This design comes from an exercise in tuning for small area, a short achievable clock period and few clock cycles per item on the open sky130 flow, not from production work.
Only simulation tests tie the RTL to the original design; equivalence was not proved.
No activity file was given, so power comes from the tool's default toggle rates.

Design trivium_keystream_generator_top, start of the top module:
module trivium_keystream_generator_top #(
    parameter int MAX_BITS_PER_ITEM = 64
) (
    input  logic                               i_clk,
    input  logic                               i_rst_n,
    input  logic                               i_in_valid,
    output logic                               o_in_ready,
    input  logic                               i_opcode,
    input  logic [tksg_pkg::COUNT_W-1:0]       i_bits_wanted,
    output logic                               o_out_valid,
    input  logic                               i_out_ready,
    output logic [tksg_pkg::WORD_BITS-1:0]     o_keystream_word,
    output logic [tksg_pkg::COUNT_W-1:0]       o_bit_count,
    input  logic                               i_cfg_we,
    input  logic [tksg_pkg::CFG_IDX_W-1:0]     i_cfg_index,
    input  logic [tksg_pkg::WORD_BITS-1:0]     i_cfg_data
);
    tksg_pkg::t_cmd cmd;
    tksg_ctrl #(
        .MAX_BITS_PER_ITEM (MAX_BITS_PER_ITEM)
    ) u_ctrl (
        .i_clk         (i_clk),
        .i_rst_n       (i_rst_n),
        .i_in_valid    (i_in_valid),
        .o_in_ready    (o_in_ready),
        .i_opcode      (i_opcode),
        .i_bits_wanted (i_bits_wanted),
        .o_out_valid   (o_out_valid),
        .i_out_ready   (i_out_ready),
        .i_cfg_we      (i_cfg_we),
        .i_cfg_index   (i_cfg_index),
        .i_cfg_warm    (i_cfg_data[tksg_pkg::ROUNDS_W-1:0]),
        .o_cmd         (cmd)
    );
    tksg_dp u_dp (
        .i_clk            (i_clk),
        .i_rst_n          (i_rst_n),
        .i_cfg_we         (i_cfg_we),
        .i_cfg_index      (i_cfg_index),
        .i_cfg_data       (i_cfg_data),
        .i_cmd            (cmd),
        .o_keystream_word (o_keystream_word),
        .o_bit_count      (o_bit_count)
    );
endmodule
clock: 5.0 ns
lec_check: 0
abc_clock_period_in_ps: 2200
cap_margin: 20
core_margin: 2
core_utilization: 60
setup_slack_margin: 2.0
slew_margin: 20
standard.sh (not shown) runs the stock make flow with config.mk's settings and CLKGATE_MAP_FILE= SYNTH_SCRIPT=/design/flow/synth_recipe.tcl, a recipe that flattens the netlist after the stock synthesis.
==> flow/flow/run.sh <==
#!/bin/bash
# standard layout with plain buffers on the ports (instead of the delay cells
# buffer_ports picks by default) and sizing free to change cell footprints
set -euo pipefail
bash standard.sh \
  "BUFFER_PORTS_ARGS=-buffer_cell sky130_fd_sc_hd__buf_4" \
  MATCH_CELL_FOOTPRINT=0 \
  finish > flow_standard.log 2>&1
Testbench counts at the start, summed over its fixed seeds: cycles 1,352, items 65,536.
==> next run, changes <==
==> flow/flow/run.sh (replaced) <==
#!/bin/bash
# standard layout with plain buffers on the ports (instead of the delay cells
# buffer_ports picks by default), sizing free to change cell footprints, and
# clock tree sinks clustered by 20 without dummy loads
set -euo pipefail
bash standard.sh \
  "BUFFER_PORTS_ARGS=-buffer_cell sky130_fd_sc_hd__buf_4" \
  MATCH_CELL_FOOTPRINT=0 \
  "CTS_ARGS=-sink_clustering_enable -repair_clock_nets -dont_use_dummy_load -sink_clustering_size 20 -sink_clustering_max_diameter 100" \
  finish > flow_standard.log 2>&1
SETUP_SLACK_MARGIN = 2.5   (was 2.0)
Outcome: Clock-buffer cell count came out lower by 41; cell area fell by 3.4%; setup slack improved by 0.32 ns; sequential share of layout area came out higher by 1.7 points; cell count goes down by 2.4%; wire length fell by 0.46%; fmax rises by 13%; total power falls by 8.1%.
==> next run, changes <==
CORE_UTILIZATION = 70   (was 60)
SETUP_SLACK_MARGIN = 2.8   (was 2.5)
After rerunning: The changed run produced a clean layout. Routed wire length came out higher by 17%. Final cell count came out higher by 1.6%. Global-route usage came out higher by 12 points. Total power came out higher by 9.4%. Via count came out higher by 16%.
==> next run, changes <==
==> flow/flow/run.sh (replaced) <==
#!/bin/bash
# standard layout with plain buffers on the ports (instead of the delay cells
# buffer_ports picks by default) and sizing free to change cell footprints
set -euo pipefail
bash standard.sh \
  "BUFFER_PORTS_ARGS=-buffer_cell sky130_fd_sc_hd__buf_4" \
  MATCH_CELL_FOOTPRINT=0 \
  finish > flow_standard.log 2>&1
CORE_UTILIZATION = 60   (was 70)
SETUP_SLACK_MARGIN = 2.9   (was 2.8)
Outcome:
- routed wire length shrinks by a few percent
- first-iteration DRC count goes down by a quarter to a third
- sequential share of layout area falls by 3.5 points
- worst setup slack gains 0.13 ns
- global-route usage decreases by 9.5 points
- clock-buffer cell count is higher by 36
- area after synthesis stays the same
- worst hold slack gets better by 0.012 ns
- die area came out higher by about a fifth

separate check: timing with driven ports:
The results above use ideal ports. As a check the final layouts listed here were re-extracted and re-timed, cells and wires unchanged.
Step 1 (the two cells are an assumption about what drives the block):
set clk [get_ports {i_clk}]
set_driving_cell -lib_cell sky130_fd_sc_hd__clkbuf_16 $clk
set_driving_cell -lib_cell sky130_fd_sc_hd__buf_2 [delete_from_list [all_inputs] $clk]
Step 2 adds t to the input delays and takes it off the output delays; t is the mean of the earliest and latest rising clock arrival at the registers after step 1. Input paths then give back, and output paths get back, about the clock's delay inside the block.
Slacks: ideal ports / drivers / drivers and shift; pairs: ideal ports / drivers.
run	t, ns	slack for setup (ns)	worst setup path after step 2	slew at the worst register clock pin (ns)
the first run	0.690	2.161 / 2.200 / 1.510	input to register	0.07 / 0.07
the second run	0.637	2.476 / 2.476 / 1.999	input to register	0.09 / 0.09
the third run	0.642	2.609 / 2.609 / 2.103	input to register	0.09 / 0.09
the fourth run	0.696	2.738 / 2.673 / 2.196	input to register	0.07 / 0.07
After both steps setup and hold are still met in every run listed. The setup slack of the first run, which loses most, moves by +0.039 ns with the drivers and by -0.651 ns with both steps.
